This design comes from an exercise in tuning for a short achievable clock period on the open sky130 flow, not from production work. No functional check of the RTL was part of this run. No activity file was given, so power comes from the tool's default toggle rates.

**flow/config.mk**
```make
export PLATFORM = sky130hd
export DESIGN_NAME = stack_cpu
export DESIGN_NICKNAME = stack_cpu
export VERILOG_FILES = /design/flow/design.v
export SDC_FILE = /design/flow/constraint.sdc
export NUM_CORES = 4
export LEC_CHECK = 0
export ABC_CLOCK_PERIOD_IN_PS = 2000
export CAP_MARGIN = 20
export CORE_MARGIN = 2
export CORE_UTILIZATION = 40
export PLACE_DENSITY = 0.6
export SLEW_MARGIN = 20
export SYNTH_HIERARCHICAL = 1
export SYNTH_MINIMUM_KEEP_SIZE = 0
export TNS_END_PERCENT = 10
```
**flow/design.v**
```verilog
package cpu_cfg_pkg;
  localparam int data_w = 16;
  localparam int dstk_depth = 16;                 
  localparam int dstk_aw    = $clog2(dstk_depth);
  localparam int dstk_cw    = $clog2(dstk_depth + 3);
  localparam int cstk_depth = 16;
  localparam int cstk_aw    = $clog2(cstk_depth);
  localparam int cstk_cw    = cstk_aw + 1;
  localparam logic [data_w-1:0] reset_ip = '0;
endpackage
package cpu_isa_pkg;
  localparam int insn_w = 16;
  localparam logic [insn_w-1:0] insn_isr_load = 16'h7811;
  localparam logic [insn_w-1:0] imm_mask_lit  = 16'h7fff;   
  localparam logic [insn_w-1:0] imm_mask_br   = 16'h0ffe;   
  localparam logic [insn_w-1:0] imm_mask_word = 16'h03fe;   
  localparam logic [insn_w-1:0] imm_mask_byte = 16'h03ff;
  typedef enum logic [1:0] {
    src_stk0 = 2'h0,
    src_fp   = 2'h1,
    src_ip   = 2'h2,
    src_cstk = 2'h3
  } src_a_t;
  typedef enum logic [1:0] {
    src_imm  = 2'h0,
    src_stk1 = 2'h1,
    src_isr  = 2'h2
  } src_b_t;
  typedef enum logic [5:0] {
    alu_add   = 6'd0,
    alu_sub   = 6'd1,
    alu_and   = 6'd2,
    alu_or    = 6'd3,
    alu_xor   = 6'd4,
    alu_shl   = 6'd5,
    alu_shr   = 6'd6,
    alu_eq    = 6'd7,
    alu_lt    = 6'd8,
    alu_not   = 6'd9,
    alu_a     = 6'd10,
    alu_b     = 6'd11,
    alu_addz  = 6'd12,
    alu_addnz = 6'd13
  } alu_sel_t;
endpackage
`timescale 1ns/100ps
module g_inv   (input logic a, output logic y);                   assign y = ~a;                     endmodule
module g_nand2 (input logic a, b, output logic y);                assign y = ~(a & b);               endmodule
module g_nor2  (input logic a, b, output logic y);                assign y = ~(a | b);               endmodule
module g_xor2  (input logic a, b, output logic y);                assign y = a ^ b;                  endmodule
module g_xnor2 (input logic a, b, output logic y);                assign y = ~(a ^ b);               endmodule
module g_aoi21 (input logic a1, a2, b, output logic y);           assign y = ~((a1 & a2) | b);       endmodule
module g_oai21 (input logic a1, a2, b, output logic y);           assign y = ~((a1 | a2) & b);       endmodule
module g_aoi22 (input logic a1, a2, b1, b2, output logic y);      assign y = ~((a1 & a2) | (b1 & b2)); endmodule
module g_aoi221 (input logic a1, a2, b1, b2, c, output logic y);  assign y = ~((a1 & a2) | (b1 & b2) | c); endmodule
module g_nand3 (input logic a, b, c, output logic y);             assign y = ~(a & b & c);           endmodule
module g_nand4 (input logic a, b, c, d, output logic y);          assign y = ~(a & b & c & d);       endmodule
module g_mux2i (input logic s, a0, a1, output logic y);           assign y = ~(s ? a1 : a0);         endmodule
module g_nor3  (input logic a, b, c, output logic y);             assign y = ~(a | b | c);           endmodule
module g_ao21  (input logic a1, a2, b, output logic y);           assign y = (a1 & a2) | b;          endmodule
module g_o21a  (input logic a1, a2, b, output logic y);           assign y = (a1 | a2) & b;          endmodule
`timescale 1ns/100ps
module add_ks10
(
  input  logic [9:0] a,
  input  logic [9:0] x,
  output logic [9:0] s,
  output logic        con,
  output logic        co
);
  logic g0_0, t0_0, g0_1, t0_1, g0_2, t0_2, g0_3, t0_3, g0_4, t0_4, g0_5, t0_5, g0_6, t0_6, g0_7, t0_7, g0_8, t0_8, g0_9, t0_9, g1_1, g1_2, t1_2, g1_3, t1_3, g1_4, t1_4, g1_5, t1_5, g1_6, t1_6, g1_7, t1_7, g1_8, t1_8, g1_9, t1_9, g0_0_i, g2_2, g2_3, g2_4, t2_4, g2_5, t2_5, g2_6, t2_6, g2_7, t2_7, g2_8, t2_8, g2_9, t2_9, g3_4, g1_1_i, g3_5, g3_6, g3_7, g3_8, t3_8, g3_9, t3_9, g4_8, g4_9, p_0, p_1, p_2, p_3, p_4, p_5, p_6, p_7, p_8, p_9;
  g_nand2 u_g0_0 (.a(a[0]), .b(x[0]), .y(g0_0));
  g_nor2  u_t0_0 (.a(a[0]), .b(x[0]), .y(t0_0));
  g_nand2 u_g0_1 (.a(a[1]), .b(x[1]), .y(g0_1));
  g_nor2  u_t0_1 (.a(a[1]), .b(x[1]), .y(t0_1));
  g_nand2 u_g0_2 (.a(a[2]), .b(x[2]), .y(g0_2));
  g_nor2  u_t0_2 (.a(a[2]), .b(x[2]), .y(t0_2));
  g_nand2 u_g0_3 (.a(a[3]), .b(x[3]), .y(g0_3));
  g_nor2  u_t0_3 (.a(a[3]), .b(x[3]), .y(t0_3));
  g_nand2 u_g0_4 (.a(a[4]), .b(x[4]), .y(g0_4));
  g_nor2  u_t0_4 (.a(a[4]), .b(x[4]), .y(t0_4));
  g_nand2 u_g0_5 (.a(a[5]), .b(x[5]), .y(g0_5));
  g_nor2  u_t0_5 (.a(a[5]), .b(x[5]), .y(t0_5));
  g_nand2 u_g0_6 (.a(a[6]), .b(x[6]), .y(g0_6));
  g_nor2  u_t0_6 (.a(a[6]), .b(x[6]), .y(t0_6));
  g_nand2 u_g0_7 (.a(a[7]), .b(x[7]), .y(g0_7));
  g_nor2  u_t0_7 (.a(a[7]), .b(x[7]), .y(t0_7));
  g_nand2 u_g0_8 (.a(a[8]), .b(x[8]), .y(g0_8));
  g_nor2  u_t0_8 (.a(a[8]), .b(x[8]), .y(t0_8));
  g_nand2 u_g0_9 (.a(a[9]), .b(x[9]), .y(g0_9));
  g_nor2  u_t0_9 (.a(a[9]), .b(x[9]), .y(t0_9));
  g_oai21 u_g1_1 (.a1(t0_1), .a2(g0_0), .b(g0_1), .y(g1_1));
  g_oai21 u_g1_2 (.a1(t0_2), .a2(g0_1), .b(g0_2), .y(g1_2));
  g_nor2  u_t1_2 (.a(t0_2), .b(t0_1), .y(t1_2));
  g_oai21 u_g1_3 (.a1(t0_3), .a2(g0_2), .b(g0_3), .y(g1_3));
  g_nor2  u_t1_3 (.a(t0_3), .b(t0_2), .y(t1_3));
  g_oai21 u_g1_4 (.a1(t0_4), .a2(g0_3), .b(g0_4), .y(g1_4));
  g_nor2  u_t1_4 (.a(t0_4), .b(t0_3), .y(t1_4));
  g_oai21 u_g1_5 (.a1(t0_5), .a2(g0_4), .b(g0_5), .y(g1_5));
  g_nor2  u_t1_5 (.a(t0_5), .b(t0_4), .y(t1_5));
  g_oai21 u_g1_6 (.a1(t0_6), .a2(g0_5), .b(g0_6), .y(g1_6));
  g_nor2  u_t1_6 (.a(t0_6), .b(t0_5), .y(t1_6));
  g_oai21 u_g1_7 (.a1(t0_7), .a2(g0_6), .b(g0_7), .y(g1_7));
  g_nor2  u_t1_7 (.a(t0_7), .b(t0_6), .y(t1_7));
  g_oai21 u_g1_8 (.a1(t0_8), .a2(g0_7), .b(g0_8), .y(g1_8));
  g_nor2  u_t1_8 (.a(t0_8), .b(t0_7), .y(t1_8));
  g_oai21 u_g1_9 (.a1(t0_9), .a2(g0_8), .b(g0_9), .y(g1_9));
  g_nor2  u_t1_9 (.a(t0_9), .b(t0_8), .y(t1_9));
  g_inv   u_g0_0_i (.a(g0_0), .y(g0_0_i));
  g_aoi21 u_g2_2 (.a1(t1_2), .a2(g0_0_i), .b(g1_2), .y(g2_2));
  g_aoi21 u_g2_3 (.a1(t1_3), .a2(g1_1), .b(g1_3), .y(g2_3));
  g_aoi21 u_g2_4 (.a1(t1_4), .a2(g1_2), .b(g1_4), .y(g2_4));
  g_nand2 u_t2_4 (.a(t1_4), .b(t1_2), .y(t2_4));
  g_aoi21 u_g2_5 (.a1(t1_5), .a2(g1_3), .b(g1_5), .y(g2_5));
  g_nand2 u_t2_5 (.a(t1_5), .b(t1_3), .y(t2_5));
  g_aoi21 u_g2_6 (.a1(t1_6), .a2(g1_4), .b(g1_6), .y(g2_6));
  g_nand2 u_t2_6 (.a(t1_6), .b(t1_4), .y(t2_6));
  g_aoi21 u_g2_7 (.a1(t1_7), .a2(g1_5), .b(g1_7), .y(g2_7));
  g_nand2 u_t2_7 (.a(t1_7), .b(t1_5), .y(t2_7));
  g_aoi21 u_g2_8 (.a1(t1_8), .a2(g1_6), .b(g1_8), .y(g2_8));
  g_nand2 u_t2_8 (.a(t1_8), .b(t1_6), .y(t2_8));
  g_aoi21 u_g2_9 (.a1(t1_9), .a2(g1_7), .b(g1_9), .y(g2_9));
  g_nand2 u_t2_9 (.a(t1_9), .b(t1_7), .y(t2_9));
  g_oai21 u_g3_4 (.a1(t2_4), .a2(g0_0), .b(g2_4), .y(g3_4));
  g_inv   u_g1_1_i (.a(g1_1), .y(g1_1_i));
  g_oai21 u_g3_5 (.a1(t2_5), .a2(g1_1_i), .b(g2_5), .y(g3_5));
  g_oai21 u_g3_6 (.a1(t2_6), .a2(g2_2), .b(g2_6), .y(g3_6));
  g_oai21 u_g3_7 (.a1(t2_7), .a2(g2_3), .b(g2_7), .y(g3_7));
  g_oai21 u_g3_8 (.a1(t2_8), .a2(g2_4), .b(g2_8), .y(g3_8));
  g_nor2  u_t3_8 (.a(t2_8), .b(t2_4), .y(t3_8));
  g_oai21 u_g3_9 (.a1(t2_9), .a2(g2_5), .b(g2_9), .y(g3_9));
  g_nor2  u_t3_9 (.a(t2_9), .b(t2_5), .y(t3_9));
  g_aoi21 u_g4_8 (.a1(t3_8), .a2(g0_0_i), .b(g3_8), .y(g4_8));
  g_aoi21 u_g4_9 (.a1(t3_9), .a2(g1_1), .b(g3_9), .y(g4_9));
  g_xor2  u_p_0 (.a(a[0]), .b(x[0]), .y(p_0));
  assign s[0] = p_0;
  g_xor2  u_p_1 (.a(a[1]), .b(x[1]), .y(p_1));
  g_xnor2 u_s_1 (.a(p_1), .b(g0_0), .y(s[1]));
  g_xor2  u_p_2 (.a(a[2]), .b(x[2]), .y(p_2));
  g_xor2  u_s_2 (.a(p_2), .b(g1_1), .y(s[2]));
  g_xor2  u_p_3 (.a(a[3]), .b(x[3]), .y(p_3));
  g_xnor2 u_s_3 (.a(p_3), .b(g2_2), .y(s[3]));
  g_xor2  u_p_4 (.a(a[4]), .b(x[4]), .y(p_4));
  g_xnor2 u_s_4 (.a(p_4), .b(g2_3), .y(s[4]));
  g_xor2  u_p_5 (.a(a[5]), .b(x[5]), .y(p_5));
  g_xor2  u_s_5 (.a(p_5), .b(g3_4), .y(s[5]));
  g_xor2  u_p_6 (.a(a[6]), .b(x[6]), .y(p_6));
  g_xor2  u_s_6 (.a(p_6), .b(g3_5), .y(s[6]));
  g_xor2  u_p_7 (.a(a[7]), .b(x[7]), .y(p_7));
  g_xor2  u_s_7 (.a(p_7), .b(g3_6), .y(s[7]));
  g_xor2  u_p_8 (.a(a[8]), .b(x[8]), .y(p_8));
  g_xor2  u_s_8 (.a(p_8), .b(g3_7), .y(s[8]));
  g_xor2  u_p_9 (.a(a[9]), .b(x[9]), .y(p_9));
  g_xnor2 u_s_9 (.a(p_9), .b(g4_8), .y(s[9]));
  assign con = g4_9;
  g_ao21  u_co (.a1(t3_9), .a2(g1_1), .b(g3_9), .y(co));
endmodule
module add_ks11
(
  input  logic [10:0] a,
  input  logic [10:0] x,
  output logic [10:0] s,
  output logic        con,
  output logic        co
);
  logic g0_0, t0_0, g0_1, t0_1, g0_2, t0_2, g0_3, t0_3, g0_4, t0_4, g0_5, t0_5, g0_6, t0_6, g0_7, t0_7, g0_8, t0_8, g0_9, t0_9, g0_10, t0_10, g1_1, g1_2, t1_2, g1_3, t1_3, g1_4, t1_4, g1_5, t1_5, g1_6, t1_6, g1_7, t1_7, g1_8, t1_8, g1_9, t1_9, g1_10, t1_10, g0_0_i, g2_2, g2_3, g2_4, t2_4, g2_5, t2_5, g2_6, t2_6, g2_7, t2_7, g2_8, t2_8, g2_9, t2_9, g2_10, t2_10, g3_4, g1_1_i, g3_5, g3_6, g3_7, g3_8, t3_8, g3_9, t3_9, g3_10, t3_10, g4_8, g4_9, g2_2_i, g4_10, p_0, p_1, p_2, p_3, p_4, p_5, p_6, p_7, p_8, p_9, p_10;
  g_nand2 u_g0_0 (.a(a[0]), .b(x[0]), .y(g0_0));
  g_nor2  u_t0_0 (.a(a[0]), .b(x[0]), .y(t0_0));
  g_nand2 u_g0_1 (.a(a[1]), .b(x[1]), .y(g0_1));
  g_nor2  u_t0_1 (.a(a[1]), .b(x[1]), .y(t0_1));
  g_nand2 u_g0_2 (.a(a[2]), .b(x[2]), .y(g0_2));
  g_nor2  u_t0_2 (.a(a[2]), .b(x[2]), .y(t0_2));
  g_nand2 u_g0_3 (.a(a[3]), .b(x[3]), .y(g0_3));
  g_nor2  u_t0_3 (.a(a[3]), .b(x[3]), .y(t0_3));
  g_nand2 u_g0_4 (.a(a[4]), .b(x[4]), .y(g0_4));
  g_nor2  u_t0_4 (.a(a[4]), .b(x[4]), .y(t0_4));
  g_nand2 u_g0_5 (.a(a[5]), .b(x[5]), .y(g0_5));
  g_nor2  u_t0_5 (.a(a[5]), .b(x[5]), .y(t0_5));
  g_nand2 u_g0_6 (.a(a[6]), .b(x[6]), .y(g0_6));
  g_nor2  u_t0_6 (.a(a[6]), .b(x[6]), .y(t0_6));
  g_nand2 u_g0_7 (.a(a[7]), .b(x[7]), .y(g0_7));
  g_nor2  u_t0_7 (.a(a[7]), .b(x[7]), .y(t0_7));
  g_nand2 u_g0_8 (.a(a[8]), .b(x[8]), .y(g0_8));
  g_nor2  u_t0_8 (.a(a[8]), .b(x[8]), .y(t0_8));
  g_nand2 u_g0_9 (.a(a[9]), .b(x[9]), .y(g0_9));
  g_nor2  u_t0_9 (.a(a[9]), .b(x[9]), .y(t0_9));
  g_nand2 u_g0_10 (.a(a[10]), .b(x[10]), .y(g0_10));
  g_nor2  u_t0_10 (.a(a[10]), .b(x[10]), .y(t0_10));
  g_oai21 u_g1_1 (.a1(t0_1), .a2(g0_0), .b(g0_1), .y(g1_1));
  g_oai21 u_g1_2 (.a1(t0_2), .a2(g0_1), .b(g0_2), .y(g1_2));
  g_nor2  u_t1_2 (.a(t0_2), .b(t0_1), .y(t1_2));
  g_oai21 u_g1_3 (.a1(t0_3), .a2(g0_2), .b(g0_3), .y(g1_3));
  g_nor2  u_t1_3 (.a(t0_3), .b(t0_2), .y(t1_3));
  g_oai21 u_g1_4 (.a1(t0_4), .a2(g0_3), .b(g0_4), .y(g1_4));
  g_nor2  u_t1_4 (.a(t0_4), .b(t0_3), .y(t1_4));
  g_oai21 u_g1_5 (.a1(t0_5), .a2(g0_4), .b(g0_5), .y(g1_5));
  g_nor2  u_t1_5 (.a(t0_5), .b(t0_4), .y(t1_5));
  g_oai21 u_g1_6 (.a1(t0_6), .a2(g0_5), .b(g0_6), .y(g1_6));
  g_nor2  u_t1_6 (.a(t0_6), .b(t0_5), .y(t1_6));
  g_oai21 u_g1_7 (.a1(t0_7), .a2(g0_6), .b(g0_7), .y(g1_7));
  g_nor2  u_t1_7 (.a(t0_7), .b(t0_6), .y(t1_7));
  g_oai21 u_g1_8 (.a1(t0_8), .a2(g0_7), .b(g0_8), .y(g1_8));
  g_nor2  u_t1_8 (.a(t0_8), .b(t0_7), .y(t1_8));
  g_oai21 u_g1_9 (.a1(t0_9), .a2(g0_8), .b(g0_9), .y(g1_9));
  g_nor2  u_t1_9 (.a(t0_9), .b(t0_8), .y(t1_9));
  g_oai21 u_g1_10 (.a1(t0_10), .a2(g0_9), .b(g0_10), .y(g1_10));
  g_nor2  u_t1_10 (.a(t0_10), .b(t0_9), .y(t1_10));
  g_inv   u_g0_0_i (.a(g0_0), .y(g0_0_i));
  g_aoi21 u_g2_2 (.a1(t1_2), .a2(g0_0_i), .b(g1_2), .y(g2_2));
  g_aoi21 u_g2_3 (.a1(t1_3), .a2(g1_1), .b(g1_3), .y(g2_3));
  g_aoi21 u_g2_4 (.a1(t1_4), .a2(g1_2), .b(g1_4), .y(g2_4));
  g_nand2 u_t2_4 (.a(t1_4), .b(t1_2), .y(t2_4));
  g_aoi21 u_g2_5 (.a1(t1_5), .a2(g1_3), .b(g1_5), .y(g2_5));
  g_nand2 u_t2_5 (.a(t1_5), .b(t1_3), .y(t2_5));
  g_aoi21 u_g2_6 (.a1(t1_6), .a2(g1_4), .b(g1_6), .y(g2_6));
  g_nand2 u_t2_6 (.a(t1_6), .b(t1_4), .y(t2_6));
  g_aoi21 u_g2_7 (.a1(t1_7), .a2(g1_5), .b(g1_7), .y(g2_7));
  g_nand2 u_t2_7 (.a(t1_7), .b(t1_5), .y(t2_7));
  g_aoi21 u_g2_8 (.a1(t1_8), .a2(g1_6), .b(g1_8), .y(g2_8));
  g_nand2 u_t2_8 (.a(t1_8), .b(t1_6), .y(t2_8));
  g_aoi21 u_g2_9 (.a1(t1_9), .a2(g1_7), .b(g1_9), .y(g2_9));
  g_nand2 u_t2_9 (.a(t1_9), .b(t1_7), .y(t2_9));
  g_aoi21 u_g2_10 (.a1(t1_10), .a2(g1_8), .b(g1_10), .y(g2_10));
  g_nand2 u_t2_10 (.a(t1_10), .b(t1_8), .y(t2_10));
  g_oai21 u_g3_4 (.a1(t2_4), .a2(g0_0), .b(g2_4), .y(g3_4));
  g_inv   u_g1_1_i (.a(g1_1), .y(g1_1_i));
  g_oai21 u_g3_5 (.a1(t2_5), .a2(g1_1_i), .b(g2_5), .y(g3_5));
  g_oai21 u_g3_6 (.a1(t2_6), .a2(g2_2), .b(g2_6), .y(g3_6));
  g_oai21 u_g3_7 (.a1(t2_7), .a2(g2_3), .b(g2_7), .y(g3_7));
  g_oai21 u_g3_8 (.a1(t2_8), .a2(g2_4), .b(g2_8), .y(g3_8));
  g_nor2  u_t3_8 (.a(t2_8), .b(t2_4), .y(t3_8));
  g_oai21 u_g3_9 (.a1(t2_9), .a2(g2_5), .b(g2_9), .y(g3_9));
  g_nor2  u_t3_9 (.a(t2_9), .b(t2_5), .y(t3_9));
  g_oai21 u_g3_10 (.a1(t2_10), .a2(g2_6), .b(g2_10), .y(g3_10));
  g_nor2  u_t3_10 (.a(t2_10), .b(t2_6), .y(t3_10));
  g_aoi21 u_g4_8 (.a1(t3_8), .a2(g0_0_i), .b(g3_8), .y(g4_8));
  g_aoi21 u_g4_9 (.a1(t3_9), .a2(g1_1), .b(g3_9), .y(g4_9));
  g_inv   u_g2_2_i (.a(g2_2), .y(g2_2_i));
  g_aoi21 u_g4_10 (.a1(t3_10), .a2(g2_2_i), .b(g3_10), .y(g4_10));
  g_xor2  u_p_0 (.a(a[0]), .b(x[0]), .y(p_0));
  assign s[0] = p_0;
  g_xor2  u_p_1 (.a(a[1]), .b(x[1]), .y(p_1));
  g_xnor2 u_s_1 (.a(p_1), .b(g0_0), .y(s[1]));
  g_xor2  u_p_2 (.a(a[2]), .b(x[2]), .y(p_2));
  g_xor2  u_s_2 (.a(p_2), .b(g1_1), .y(s[2]));
  g_xor2  u_p_3 (.a(a[3]), .b(x[3]), .y(p_3));
  g_xnor2 u_s_3 (.a(p_3), .b(g2_2), .y(s[3]));
  g_xor2  u_p_4 (.a(a[4]), .b(x[4]), .y(p_4));
  g_xnor2 u_s_4 (.a(p_4), .b(g2_3), .y(s[4]));
  g_xor2  u_p_5 (.a(a[5]), .b(x[5]), .y(p_5));
  g_xor2  u_s_5 (.a(p_5), .b(g3_4), .y(s[5]));
  g_xor2  u_p_6 (.a(a[6]), .b(x[6]), .y(p_6));
  g_xor2  u_s_6 (.a(p_6), .b(g3_5), .y(s[6]));
  g_xor2  u_p_7 (.a(a[7]), .b(x[7]), .y(p_7));
  g_xor2  u_s_7 (.a(p_7), .b(g3_6), .y(s[7]));
  g_xor2  u_p_8 (.a(a[8]), .b(x[8]), .y(p_8));
  g_xor2  u_s_8 (.a(p_8), .b(g3_7), .y(s[8]));
  g_xor2  u_p_9 (.a(a[9]), .b(x[9]), .y(p_9));
  g_xnor2 u_s_9 (.a(p_9), .b(g4_8), .y(s[9]));
  g_xor2  u_p_10 (.a(a[10]), .b(x[10]), .y(p_10));
  g_xnor2 u_s_10 (.a(p_10), .b(g4_9), .y(s[10]));
  assign con = g4_10;
  g_ao21  u_co (.a1(t3_10), .a2(g2_2_i), .b(g3_10), .y(co));
endmodule
module res_mux
(
  input  logic [8:0]       sel,     
  input  logic [8:0][9:0]  lo,
  input  logic [8:0]       co,      
  input  logic [8:0]       con,     
  input  logic [7:0][5:0]  ha,      
  input  logic [7:0][5:0]  hb,      
  input  logic [4:0]       bha,     
  input  logic [4:0]       bhb,
  input  logic             blo10,   
  input  logic [15:0]      op7,
  input  logic [15:0]      imm,
  output logic [15:0]      y
);
  for (genvar k = 0; k < 10; k++)
  begin : g_lo
    logic n0, n1, n2, n3;
    g_aoi221 u_0 (.a1(sel[0]), .a2(lo[0][k]), .b1(sel[1]), .b2(lo[1][k]), .c(op7[k]), .y(n0));
    g_aoi221 u_1 (.a1(sel[2]), .a2(lo[2][k]), .b1(sel[3]), .b2(lo[3][k]), .c(imm[k]), .y(n1));
    g_aoi22  u_2 (.a1(sel[4]), .a2(lo[4][k]), .b1(sel[5]), .b2(lo[5][k]), .y(n2));
    g_aoi22  u_3 (.a1(sel[7]), .a2(lo[7][k]), .b1(sel[8]), .b2(lo[8][k]), .y(n3));
    g_nand4  u_y (.a(n0), .b(n1), .c(n2), .d(n3), .y(y[k]));
  end
  for (genvar k = 10; k < 16; k++)
  begin : g_hi
    logic [8:0] tn;
    logic p1, p2, p3, x1n, x2n;
    for (genvar j = 0; j < 8; j++)
    begin : g_t
      g_aoi22 u_t (.a1(co[j]), .a2(ha[j][k-10]), .b1(con[j]), .b2(hb[j][k-10]), .y(tn[j]));
    end
    if (k == 10)
    begin : g_b10
      g_nand2 u_t8 (.a(sel[8]), .b(blo10), .y(tn[8]));
    end
    else
    begin : g_bhi
      g_aoi22 u_t8 (.a1(co[8]), .a2(bha[k-11]), .b1(con[8]), .b2(bhb[k-11]), .y(tn[8]));
    end
    g_nand3 u_p1 (.a(tn[0]), .b(tn[1]), .c(tn[2]), .y(p1));
    g_nand3 u_p2 (.a(tn[3]), .b(tn[4]), .c(tn[5]), .y(p2));
    g_nand3 u_p3 (.a(tn[6]), .b(tn[7]), .c(tn[8]), .y(p3));
    g_nor2  u_x1 (.a(p1), .b(p2), .y(x1n));
    g_nor3  u_x2 (.a(p3), .b(op7[k]), .c(imm[k]), .y(x2n));
    g_nand2 u_y  (.a(x1n), .b(x2n), .y(y[k]));
  end
endmodule
module hc_gate #(parameter int W = 6)
(
  input  logic         sel,
  input  logic [W-1:0] hc0,
  input  logic [W-1:0] hc1,
  output logic [W-1:0] ha,
  output logic [W-1:0] hb
);
  assign ha = {W{sel}} & hc1;
  assign hb = {W{sel}} & hc0;
endmodule
module dec2
(
  input  logic [1:0] s,
  output logic [3:0] d
);
  for (genvar i = 0; i < 4; i++)
  begin : g_d
    assign d[i] = s == i;
  end
endmodule
module op7_sel
(
  input  logic [15:0] insn,
  output logic [3:0]  e,
  output logic        es_isr,
  output logic        es_c,
  output logic        es_fp,
  output logic        es_t
);
  logic alu, sys;
  assign alu = insn[15:11] == 5'b01110 && insn[5:4] == 2'b00;
  assign sys = insn[15:11] == 5'b01111;
  for (genvar i = 0; i < 4; i++)
  begin : g_d
    assign e[i] = alu && insn[3:2] == i;
  end
  assign es_isr = sys && insn[4] && !insn[0];
  assign es_c   = sys && !insn[4] && !insn[0] && insn[3:2] == 2'b00;
  assign es_fp  = sys && insn[3:0] == 4'b0011;
  assign es_t   = sys && !(insn[4] && !insn[0]) && !(insn[3:2] == 2'b00 && !insn[0]) &&
                  insn[3:0] != 4'b0011;
endmodule
module op7_pick
(
  input  logic [15:0] insn,
  input  logic [15:0] tn_sum,
  input  logic [15:0] tn_dif,
  input  logic [15:0] tn_and,
  input  logic [15:0] tn_or,
  input  logic [15:0] tn_xor,
  input  logic [15:0] tn_shl,
  input  logic [15:0] tn_shr,
  input  logic        tn_eq,
  input  logic        tn_lt,
  input  logic [15:0] t,
  input  logic [15:0] n,
  input  logic [15:0] t_addz,
  input  logic [15:0] t_addnz,
  input  logic [15:0] isr,
  input  logic [15:0] c,
  input  logic [15:0] fp,
  output logic [15:0] y
);
  logic [3:0] d0, d1, d2, d3, e;
  logic       es_isr, es_c, es_fp, es_t;
  dec2 u_d0 (.s(insn[1:0]), .d(d0));
  dec2 u_d1 (.s(insn[1:0]), .d(d1));
  dec2 u_d2 (.s(insn[1:0]), .d(d2));
  dec2 u_d3 (.s(insn[1:0]), .d(d3));
  op7_sel u_sel (.insn(insn), .e(e), .es_isr(es_isr), .es_c(es_c),
                 .es_fp(es_fp), .es_t(es_t));
  for (genvar k = 0; k < 16; k++)
  begin : g_bit
    logic a0, b0, a1, b1, a2, b2, a3, m0, m1, m2, m3, n0, n1, n2, n3, tn;
    g_inv   u_tn (.a(t[k]), .y(tn));
    g_aoi22 u_a0 (.a1(d0[0]), .a2(tn_sum[k]), .b1(d0[1]), .b2(tn_dif[k]), .y(a0));
    g_aoi22 u_b0 (.a1(d0[2]), .a2(tn_and[k]), .b1(d0[3]), .b2(tn_or[k]),  .y(b0));
    g_nand2 u_m0 (.a(a0), .b(b0), .y(m0));
    g_aoi22 u_a1 (.a1(d1[0]), .a2(tn_xor[k]), .b1(d1[1]), .b2(tn_shl[k]), .y(a1));
    if (k == 0)
    begin : g_eq
      g_aoi22 u_b1 (.a1(d1[2]), .a2(tn_shr[k]), .b1(d1[3]), .b2(tn_eq), .y(b1));
    end
    else
    begin : g_neq
      g_nand2 u_b1 (.a(d1[2]), .b(tn_shr[k]), .y(b1));
    end
    g_nand2 u_m1 (.a(a1), .b(b1), .y(m1));
    if (k == 0)
    begin : g_lt
      g_aoi22 u_a2 (.a1(d2[0]), .a2(tn_lt), .b1(d2[1]), .b2(tn), .y(a2));
    end
    else
    begin : g_nlt
      g_nand2 u_a2 (.a(d2[1]), .b(tn), .y(a2));
    end
    g_aoi22 u_b2 (.a1(d2[2]), .a2(t[k]), .b1(d2[3]), .b2(n[k]), .y(b2));
    g_nand2 u_m2 (.a(a2), .b(b2), .y(m2));
    g_aoi22 u_a3 (.a1(d3[0]), .a2(t_addz[k]), .b1(d3[1]), .b2(t_addnz[k]), .y(a3));
    g_inv   u_m3 (.a(a3), .y(m3));
    g_aoi22 u_n0 (.a1(e[0]), .a2(m0), .b1(e[1]), .b2(m1), .y(n0));
    g_aoi22 u_n1 (.a1(e[2]), .a2(m2), .b1(e[3]), .b2(m3), .y(n1));
    g_aoi22 u_n2 (.a1(es_isr), .a2(isr[k]), .b1(es_c), .b2(c[k]), .y(n2));
    g_aoi22 u_n3 (.a1(es_fp), .a2(fp[k]), .b1(es_t), .b2(t[k]), .y(n3));
    g_nand4 u_y  (.a(n0), .b(n1), .c(n2), .d(n3), .y(y[k]));
  end
endmodule
module imm_sel
(
  input  logic [15:0] insn,
  output logic        s_lbz,    
  output logic        s_w,      
  output logic        s_sx,     
  output logic        jnz,      
  output logic        jz        
);
  logic off, b, z, w;
  assign off   = !insn[15] && insn[11:10] == 2'b00;
  assign b     = off && (insn[14:12] == 3'b010 || insn[14:12] == 3'b011 || insn[14:12] == 3'b101);
  assign z     = off && insn[14:12] == 3'b110;
  assign w     = off && insn[14:12] == 3'b100;
  assign s_lbz = insn[15] || b || z;
  assign s_w   = w;
  assign s_sx  = b || w;
  assign jnz   = insn[15:12] == 4'b0001 && insn[0];
  assign jz    = insn[15:12] == 4'b0001 && !insn[0];
endmodule
module ip2_gate
(
  input  logic        t_zero,
  input  logic [15:0] ip2,
  output logic [15:0] ip2_z,
  output logic [15:0] ip2_nz
);
  assign ip2_z  = {16{t_zero}} & ip2;
  assign ip2_nz = {16{!t_zero}} & ip2;
endmodule
module imm_pick
(
  input  logic [15:0] insn,
  input  logic        t_zero,
  input  logic [15:0] ip2,
  output logic [15:0] y
);
  logic s_lbz, s_w, s_sx, s_lit, jnz, jz;
  logic [15:0] ip2_z, ip2_nz;
  imm_sel u_sel (.insn(insn), .s_lbz(s_lbz), .s_w(s_w), .s_sx(s_sx), .jnz(jnz), .jz(jz));
  ip2_gate u_ip2 (.t_zero(t_zero), .ip2(ip2), .ip2_z(ip2_z), .ip2_nz(ip2_nz));
  assign s_lit = insn[15];
  for (genvar k = 0; k < 16; k++)
  begin : g_bit
    logic n0, n1;
    g_aoi22 u_n1 (.a1(jnz), .a2(ip2_z[k]), .b1(jz), .b2(ip2_nz[k]), .y(n1));
    if (k < 9)
    begin : g_lo
      g_aoi22 u_n0 (.a1(s_lbz), .a2(insn[k]), .b1(s_w), .b2(insn[k+1]), .y(n0));
    end
    else if (k == 9)
    begin : g_9
      g_aoi22 u_n0 (.a1(s_lbz), .a2(insn[9]), .b1(s_w), .b2(insn[9]), .y(n0));
    end
    else if (k < 15)
    begin : g_hi
      g_aoi22 u_n0 (.a1(s_lit), .a2(insn[k]), .b1(s_sx), .b2(insn[9]), .y(n0));
    end
    else
    begin : g_15
      g_nand2 u_n0 (.a(s_sx), .b(insn[9]), .y(n0));
    end
    g_nand2 u_y (.a(n0), .b(n1), .y(y[k]));
  end
endmodule
module alu_pre
(
  input  logic [15:0] t,
  input  logic [15:0] n,
  output logic [15:0] tn_sum,
  output logic [15:0] tn_dif,
  output logic [15:0] tn_and,
  output logic [15:0] tn_or,
  output logic [15:0] tn_xor,
  output logic [15:0] tn_shl,
  output logic [15:0] tn_shr,
  output logic        tn_eq,
  output logic        tn_lt,
  output logic [15:0] t_addz,
  output logic [15:0] t_addnz,
  output logic        t_zero,
  output logic [5:0]  t_hp
);
  logic [15:0] t_step;
  assign tn_sum  = t + n;
  assign tn_dif  = t - n;
  assign tn_and  = t & n;
  assign tn_or   = t | n;
  assign tn_xor  = t ^ n;
  assign tn_shl  = t << n[3:0];
  assign tn_shr  = t >> n[3:0];
  assign tn_eq   = t == n;
  assign tn_lt   = $signed(t) < $signed(n);
  assign t_step  = t + 16'd2;
  assign t_zero  = t == 16'd0;
  assign t_addz  = t_zero ? tn_sum : t_step;
  assign t_addnz = !t_zero ? tn_sum : t_step;
  assign t_hp    = t[15:10] + 6'd1;
endmodule
module hi_pre
(
  input  logic [15:0] fp,
  input  logic [15:0] ip,
  input  logic [15:0] c,
  output logic [5:0]  fp_hm,
  output logic [5:0]  fp_hp,
  output logic [5:0]  ip_hm,
  output logic [5:0]  ip_hp,
  output logic [5:0]  c_hm,
  output logic [5:0]  c_hp,
  output logic [4:0]  br_hm,
  output logic [4:0]  br_hp,
  output logic [15:0] ip2
);
  assign fp_hm = fp[15:10] - 6'd1;
  assign fp_hp = fp[15:10] + 6'd1;
  assign ip_hm = ip[15:10] - 6'd1;
  assign ip_hp = ip[15:10] + 6'd1;
  assign c_hm  = c[15:10] - 6'd1;
  assign c_hp  = c[15:10] + 6'd1;
  assign br_hm = ip[15:11] - 5'd1;
  assign br_hp = ip[15:11] + 5'd1;
  assign ip2   = ip + 16'd2;
endmodule
module hc_sel #(parameter int W = 6)
(
  input  logic         s,
  input  logic [W-1:0] h,
  input  logic [W-1:0] hm,
  input  logic [W-1:0] hp,
  output logic [W-1:0] hc0,
  output logic [W-1:0] hc1
);
  assign hc1 = s ? h  : hp;
  assign hc0 = s ? hm : h;
endmodule
module res_sel
(
  input  logic [15:0] insn,
  input  logic        t_zero,
  output logic [8:0]  sel
);
  logic is_b, is_w, is_6, cond;
  assign is_b  = insn[15:13] == 3'b001 || insn[15:12] == 4'b0101;
  assign is_w  = insn[15:12] == 4'b0100;
  assign is_6  = insn[15:12] == 4'b0110;
  assign cond  = insn[0] ^ t_zero;    
  assign sel[0] = is_b && insn[11:10] == 2'd1;
  assign sel[1] = is_b && insn[11:10] == 2'd2;
  assign sel[2] = is_b && insn[11:10] == 2'd3;
  assign sel[3] = is_w && insn[11:10] == 2'd1;
  assign sel[4] = is_w && insn[11:10] == 2'd2;
  assign sel[5] = is_w && insn[11:10] == 2'd3;
  assign sel[6] = is_6 && insn[11:10] == 2'd1;
  assign sel[7] = is_6 && insn[11];
  assign sel[8] = insn[15:12] == 4'b0000 || (insn[15:12] == 4'b0001 && cond);
endmodule
`timescale 1ns/100ps
module stack_cpu
(
  input  logic        clk,
  input  logic        rst_n,
  output logic [15:0] imem_addr,
  input  logic [15:0] insn,
  output logic [15:0] dmem_addr,
  output logic [15:0] dmem_wdata,
  output logic        dmem_we,
  output logic        dmem_re,
  output logic        dmem_byte,
  input  logic [15:0] dmem_rdata
);
  logic [15:0] ip, fp, isr;
  logic [15:0] top0, top1;           
  logic [15:0] dmem_stk [16];        
  logic [4:0]  depth;                
  logic [15:0] cmem [16];            
  logic [4:0]  cptr;                 
  logic [15:0] ctop;                 
  logic [15:0] ip2;
  logic [3:0] op;
  logic [1:0] asel;
  logic is_lit, is_j, is_jc, is_b, is_w, is_6, is_alu, is_sys;
  assign op     = insn[15:12];
  assign asel   = insn[11:10];
  assign is_lit = insn[15];
  assign is_j   = op == 4'b0000;
  assign is_jc  = op == 4'b0001;
  assign is_b   = insn[15:13] == 3'b001 || op == 4'b0101;   
  assign is_w   = op == 4'b0100;                             
  assign is_6   = op == 4'b0110;                             
  assign is_alu = op == 4'b0111 && !insn[11];
  assign is_sys = op == 4'b0111 && insn[11];
  logic [15:0] tn_sum, tn_dif, tn_and, tn_or, tn_xor, tn_shl, tn_shr, t_addz, t_addnz;
  logic        t_zero, tn_eq, tn_lt;
  logic [5:0]  t_hp;
  alu_pre u_alu_pre (.t(top0), .n(top1), .tn_sum(tn_sum), .tn_dif(tn_dif), .tn_and(tn_and),
                     .tn_or(tn_or), .tn_xor(tn_xor), .tn_shl(tn_shl), .tn_shr(tn_shr),
                     .tn_eq(tn_eq), .tn_lt(tn_lt), .t_addz(t_addz), .t_addnz(t_addnz),
                     .t_zero(t_zero), .t_hp(t_hp));
  logic [9:0] xb, xw;
  logic       sgn;
  assign xb  = insn[9:0];               
  assign xw  = {insn[9], insn[9:1]};    
  assign sgn = insn[9];
  logic [5:0] fp_hm, fp_hp, ip_hm, ip_hp, c_hm, c_hp;
  logic [4:0] br_hm, br_hp;
  hi_pre u_hi_pre (.fp(fp), .ip(ip), .c(ctop), .fp_hm(fp_hm), .fp_hp(fp_hp), .ip_hm(ip_hm),
                   .ip_hp(ip_hp), .c_hm(c_hm), .c_hp(c_hp), .br_hm(br_hm), .br_hp(br_hp),
                   .ip2(ip2));
  logic [8:0][9:0] lo;
  logic [8:0]      con, co;
  logic [7:0][5:0] hc0, hc1;
  logic [4:0]      bhc0, bhc1;
  logic            blo10;
  logic [10:0]     br_lo;
  add_ks10 u_fp_b (.a(fp[9:0]),   .x(xb), .s(lo[0]), .con(con[0]), .co(co[0]));
  add_ks10 u_ip_b (.a(ip[9:0]),   .x(xb), .s(lo[1]), .con(con[1]), .co(co[1]));
  add_ks10 u_c_b  (.a(ctop[9:0]), .x(xb), .s(lo[2]), .con(con[2]), .co(co[2]));
  add_ks10 u_fp_w (.a(fp[9:0]),   .x(xw), .s(lo[3]), .con(con[3]), .co(co[3]));
  add_ks10 u_ip_w (.a(ip[9:0]),   .x(xw), .s(lo[4]), .con(con[4]), .co(co[4]));
  add_ks10 u_c_w  (.a(ctop[9:0]), .x(xw), .s(lo[5]), .con(con[5]), .co(co[5]));
  add_ks10 u_t_b  (.a(top0[9:0]), .x(xb), .s(lo[7]), .con(con[7]), .co(co[7]));
  add_ks11 u_br   (.a(ip[10:0]),  .x(insn[11:1]), .s(br_lo), .con(con[8]), .co(co[8]));
  add_ks10 u_fp_z (.a(fp[9:0]),   .x(xb), .s(lo[6]), .con(con[6]), .co(co[6]));   
  assign lo[8] = br_lo[9:0];
  assign blo10 = br_lo[10];
  hc_sel #(.W(6)) u_hc_fp (.s(sgn), .h(fp[15:10]),   .hm(fp_hm), .hp(fp_hp), .hc0(hc0[0]), .hc1(hc1[0]));
  hc_sel #(.W(6)) u_hc_ip (.s(sgn), .h(ip[15:10]),   .hm(ip_hm), .hp(ip_hp), .hc0(hc0[1]), .hc1(hc1[1]));
  hc_sel #(.W(6)) u_hc_c  (.s(sgn), .h(ctop[15:10]), .hm(c_hm),  .hp(c_hp),  .hc0(hc0[2]), .hc1(hc1[2]));
  assign hc1[3] = hc1[0];
  assign hc0[3] = hc0[0];
  assign hc1[4] = hc1[1];
  assign hc0[4] = hc0[1];
  assign hc1[5] = hc1[2];
  assign hc0[5] = hc0[2];
  assign hc1[6] = fp_hp;
  assign hc0[6] = fp[15:10];
  assign hc1[7] = t_hp;
  assign hc0[7] = top0[15:10];
  hc_sel #(.W(5)) u_hc_br (.s(insn[11]), .h(ip[15:11]), .hm(br_hm), .hp(br_hp), .hc0(bhc0), .hc1(bhc1));
  logic s_br, s_6i, s_6f, s_sisr, s_sc, s_sfp;
  logic [8:0] sel;
  res_sel u_rsel (.insn(insn), .t_zero(t_zero), .sel(sel));
  assign s_br = sel[8];
  assign s_6i   = is_6 && asel == 2'd0;
  assign s_6f   = is_6 && asel == 2'd1;
  assign s_sisr = is_sys && insn[4] && !insn[0];
  assign s_sc   = is_sys && !insn[4] && !insn[0] && insn[3:2] == 2'b00;
  assign s_sfp  = is_sys && insn[3:0] == 4'b0011;
  logic [15:0] v_op7, v_imm, alu_res;
  logic [8:0]  rsel;
  logic [7:0][5:0] ha, hb;
  logic [4:0]  bha, bhb;
  op7_pick u_op7 (.insn(insn), .tn_sum(tn_sum), .tn_dif(tn_dif),
                  .tn_and(tn_and), .tn_or(tn_or), .tn_xor(tn_xor),
                  .tn_shl(tn_shl), .tn_shr(tn_shr), .tn_eq(tn_eq), .tn_lt(tn_lt),
                  .t(top0), .n(top1), .t_addz(t_addz),
                  .t_addnz(t_addnz), .isr(isr), .c(ctop), .fp(fp),
                  .y(v_op7));
  imm_pick u_imm (.insn(insn), .t_zero(t_zero), .ip2(ip2), .y(v_imm));
  assign rsel = {sel[8:1], sel[0] || sel[6]};
  for (genvar j = 0; j < 8; j++)
  begin : g_hg
    hc_gate #(.W(6)) u_hg (.sel(sel[j]), .hc0(hc0[j]), .hc1(hc1[j]), .ha(ha[j]), .hb(hb[j]));
  end
  hc_gate #(.W(5)) u_hg_br (.sel(sel[8]), .hc0(bhc0), .hc1(bhc1), .ha(bha), .hb(bhb));
  res_mux u_res (.sel(rsel), .lo(lo), .co(co), .con(con), .ha(ha), .hb(hb), .bha(bha), .bhb(bhb),
                 .blo10(blo10), .op7(v_op7), .imm(v_imm), .y(alu_res));
  logic push, pop, load_stk, wr1, rd, wr, byt, cpush, cpop;
  assign push     = is_lit || op == 4'b0010 || (is_w && !insn[0]) || op == 4'b0101 ||
                    (op == 4'b0111 && insn[7]);
  assign pop      = is_jc || op == 4'b0011 || (is_w && insn[0]) || (is_alu && insn[6]) ||
                    (is_sys && insn[2]) || (is_sys && insn[4] && insn[0]);
  assign load_stk = push || is_alu || (is_sys && insn[3] && !insn[1]);
  assign wr1      = op == 4'b0111 && insn[3] && !(insn[11] && insn[4]);
  assign rd       = op == 4'b0010 || (is_w && !insn[0]) || s_6i ||
                    (is_sys && insn[3:2] == 2'b10);
  assign wr       = op == 4'b0011 || (is_w && insn[0]) || (is_sys && insn[3:2] == 2'b11);
  assign byt      = insn[15:13] == 3'b001 || (op == 4'b0111 && insn[0]);
  assign cpush    = (is_j && insn[0]) || s_6i || s_sisr || s_sfp;
  assign cpop     = s_sc;
  assign imem_addr  = ip;
  assign dmem_addr  = alu_res;
  assign dmem_wdata = (op == 4'b0111 && !(insn[11] && insn[4])) ? top1 : top0;
  assign dmem_we    = rst_n && wr;
  assign dmem_re    = rst_n && rd;
  assign dmem_byte  = byt && (rd || wr);
  logic [15:0] rd_data, din, ip_nx, fp_nx, cdin;
  assign rd_data = byt ? {8'h00, dmem_rdata[7:0]} : dmem_rdata;
  assign din     = rd ? rd_data : alu_res;
  assign cdin    = s_sfp ? fp : ip2;
  always_comb
  begin
    if (s_br)
      ip_nx = alu_res;
    else if (s_6i)
      ip_nx = {6'd0, xb};
    else if (is_sys && insn[3:0] == 4'b0000)
      ip_nx = insn[4] ? isr : ctop;
    else
      ip_nx = ip2;
    if (s_6f)
      fp_nx = alu_res;
    else if (is_sys && insn[3:0] == 4'b0010)
      fp_nx = insn[4] ? isr : ctop;
    else
      fp_nx = fp;
  end
  always_ff @(posedge clk)
  begin
    if (!rst_n)
    begin
      ip  <= 16'd0;
      fp  <= 16'd0;
      isr <= 16'd0;
    end
    else
    begin
      ip <= ip_nx;
      fp <= fp_nx;
      if (insn == 16'h7811)
        isr <= top0;
    end
  end
  logic [3:0] sp;
  assign sp = depth[3:0] - 4'd2;
  always_ff @(posedge clk)
  begin
    if (push && !pop && depth >= 5'd2)
      dmem_stk[sp] <= top1;
    if (push && !pop)
      top1 <= top0;
    else if (pop && !push)
    begin
      top0 <= top1;
      top1 <= dmem_stk[sp - 4'd1];
    end
    if (load_stk)
    begin
      if (wr1)
        top1 <= din;
      else
        top0 <= din;
    end
  end
  always_ff @(posedge clk)
  begin
    if (!rst_n)
      depth <= 5'd0;
    else if (push && !pop)
      depth <= depth + 5'd1;
    else if (pop && !push)
      depth <= depth - 5'd1;
  end
  always_ff @(posedge clk)
  begin
    if (cpush)
      cmem[cptr[3:0]] <= cdin;
  end
  always_ff @(posedge clk)
  begin
    if (cpush && !cpop)
      ctop <= cdin;
    else if (cpop && !cpush)
      ctop <= cmem[cptr[3:0] - 4'd2];
  end
  always_ff @(posedge clk)
  begin
    if (!rst_n)
      cptr <= 5'd0;
    else if (cpush && !cpop)
      cptr <= cptr + 5'd1;
    else if (cpop && !cpush)
      cptr <= cptr - 5'd1;
  end
endmodule
```
**flow/standard.sh**
```bash
#!/bin/bash
# synth_recipe.tcl (not shown) runs the flow's synth.tcl, then flattens the netlist and writes it again
# the make line also repeats each setting of config.mk as NAME=value (left out here)
make -C /OpenROAD-flow-scripts/flow DESIGN_CONFIG=/design/flow/config.mk WORK_HOME=/design/flow/orfs CLKGATE_MAP_FILE= SYNTH_SCRIPT=/design/flow/synth_recipe.tcl "${@:-finish}"
```
**flow/constraint.sdc**
```tcl
create_clock -name core_clock -period 12.5 [get_ports {clk}]
set_input_delay 2.5000 -clock core_clock [delete_from_list [all_inputs] [get_ports {clk}]]
set_output_delay 2.5000 -clock core_clock [all_outputs]
set_load 0.01 [all_outputs]
```
**flow/flow/run.sh**
```bash
#!/bin/bash
set -euo pipefail
export SETUP_SLACK_MARGIN=7.5
export BUFFER_PORTS_ARGS="-buffer_cell sky130_fd_sc_hd__buf_6"
bash standard.sh > standard.log 2>&1
```
==> flow_metrics.env <==
export IMPL_status="complete, no violations"
export IMPL_fin_util_pct=49.04
export IMPL_slew_viol_final=0
export IMPL_cts_htree_levels=3
export IMPL_worst_pin_slew_ns=1.093
export IMPL_fin_nets=4081
export IMPL_die_h_um=324.4
export IMPL_syn_inst=3710
export IMPL_grt_ovfl_total=0
export IMPL_syn_cell_area_mm2=0.04107
export IMPL_wire_per_inst_um=26.77
export IMPL_grt_first_pass_wirelength_mm=207.4
export IMPL_grt_max_degree=60
export IMPL_clock_latency_ns=0.66
export IMPL_area_growth_pct=21.47
export IMPL_vdd_ir_drop_worst_v=0.0001130
export IMPL_io_pins=85
export IMPL_arrival_ns=4.51
export IMPL_clockBufferDepth=3
export IMPL_dp_hpwl_mm=92.10
export IMPL_end_kind="output pin"
export IMPL_fp_coreArea_mm2=0.1017
export IMPL_start_kind="input pin"
export IMPL_drc_errors=0
export IMPL_fin_crit_sh_pct=56.10
export IMPL_path_class="input pin to output pin"
export IMPL_global_route_usage_total_pct=26.03
export IMPL_avgViaCountPerCell=6.075
export IMPL_max_freq_ghz=0.1426
export IMPL_initial_core_util_pct=40.37
export IMPL_cap_viol_max_count=0
export IMPL_synth_nets=3832
export IMPL_rsz0062_at_grt="yes"
export IMPL_hp_class="flop to flop"
export IMPL_cts_sinks=617
export IMPL_antenna_found_initial=3
export IMPL_drive_gt1_share_pct=36.72
export IMPL_cts_buffers=67
export IMPL_finalHoldViolCount=0
export IMPL_die_area_mm2=0.1053
export IMPL_required_ns=10.00
export IMPL_final_setup_skew_ns=0.04747
export IMPL_cts_reportedPaths_clkPinSlew_ns=0.06
export IMPL_die_w_um=324.4
export IMPL_leakagePower_uw=0.01779
export IMPL_setup_tns_final_ns=0
export IMPL_rows=117
export IMPL_setup_viol=0
export IMPL_period_needed_ns=7.012
export IMPL_crit_fanout=11
export IMPL_yosysWarnings=7
export IMPL_ant_nets=0
export IMPL_place_congestion=0.9784
export IMPL_grt_pass1_vias=30888
export IMPL_routed_wl_mm=144.0
export IMPL_drtIter0Drc=3841
export IMPL_routed_via_count=32684
export IMPL_io_buffers=84
export IMPL_avgSynthCellArea_um2=11.07
export IMPL_drtPass1Iterations=6
export IMPL_root_buffer="clkbuf_16"
export IMPL_cts_tree="built"
export IMPL_relSlewSlack_pct=27.05
export IMPL_power_per_cell_area_mw_per_mm2=149.1
export IMPL_postCtsHoldBufs=0
## registers in the layout (all words and copies together) (netlist names)
name      flops
dmem_stk    256
fp           16
isr          16
cptr          4
top1         16
ctop         16
ip           16
cmem        256
top0         16
depth         5
## cells in the final DEF (no fill, tap or decap), drive strengths merged, types with 14 or more instances in the layout
master  count
xnor2     104
and2      131
clkbuf     92
edfxtp    528
a32oi      16
a221oi     23
clkinv     19
nor4       14
o211ai     20
nand3      50
nor3       36
nor2      348
a21oi     180
mux2       95
mux2i     105
o21ai     213
a22oi     254
a21o       16
mux4      141
nand2     521
nor2b      37
dfxtp      89
nand4      70
a211oi     30
inv       163
ha         84
xor2      151
buf       324
## repair_timing
action,4_1_cts,5_1_grt
pin swaps,77,98
endpoints found under the setup margin,125,336
resized for setup,228,243
buffers inserted,86,52
cloned,21,12
## worst max-delay path, stage by stage
cell and delay [ns]:
buf_16 0.12, and4b_2 0.29, nand2_4 0.14, nor4_4 0.06, buf_6 0.17, a22oi_2 0.20
nand4_1 0.24, a221oi_2 0.30, nand4_1 0.27, buf_6 0.21
## final cells by class
class,instances,area [µm²]
well taps,1368,1712
repair buffers,343,4095
clock inverters,40,478.0
clock buffers,81,1739
repair inverters,1,5.005
diodes,1,2.502
inverters,161,625.6
multi-input cells,2768,23570
fillers,9050,51850
flip-flops and latches,617,17670
## metal layers
metal	up-vias	global-route usage [%]	share of wire [%]
met5	-	0	0.0090
met4	2	10.71	4.6
met3	370	5.337	9.7
met2	1730	39.66	44
met1	16295	36.12	41
li1	14287	-	-
## stage by stage
| stage | setup WS (ns) | area, µm² | std cells | total power, µW | hold slack, ns |
|---|---|---|---|---|---|
| 2_1_floorplan | 5.707 | 41220 | 3710 | 4239 | 0.4557 |
| 3_3_place_gp | 4.654 | 43770 | 5085 | 5030 | 0.4735 |
| 3_5_place_dp | 4.630 | 43780 | 5086 | 5040 | 0.4771 |
| 4_1_cts | 5.575 | 48200 | 5314 | 7256 | 0.4850 |
| 5_1_grt | 5.518 | 49890 | 5380 | 7735 | 0.5048 |
| 6_report | 5.488 | 49890 | 5380 | 7437 | 0.4841 |
## where the power goes
part	internal, µW	switching [µW]	total (µW)
registers	2420	101	2520
logic	1100	1780	2880
clock network	1190	852	2040
## path summary, 6_finish.rpt
path	startpoint	cells after the start	endpoint	slack, ns
worst max-delay path	insn[13]	10	dmem_addr[8]	5.49
worst min-delay path	isr[7]$_SDFFE_PN0N_	2	isr[7]$_SDFFE_PN0N_	0.48
worst max register to register	top0[3]$_DFF_P_	20	top1[9]$_DFF_P_	8.03
worst min register to register	isr[7]$_SDFFE_PN0N_	2	isr[7]$_SDFFE_PN0N_	0.48

-- afterwards: timing with drivers on the ports --
In the flow no input, the clock included, has a driving cell. The finished layout below was timed again as built, in two steps. Step 1 assumes that a clkbuf_16 drives the clock port and a buf_2 every other input. Step 2, shift: input delay + t, output delay - t, t = (earliest + latest rising clock arrival at the registers) / 2. This alone moves slack from input paths to output paths. Slacks: no drivers / after step 1 / after step 2; pairs: no drivers / after step 1.
shift t [ns]: 0.700
setup slack, ns: 5.488 / 5.198 / 5.198
worst register clock-pin slew, ns: 0.07 / 0.07
cell pins on the clock port's net: 1
After both steps this run still meets setup and hold. For this run, drivers alone change the setup slack by -0.290 ns; drivers and shift together by -0.290 ns.
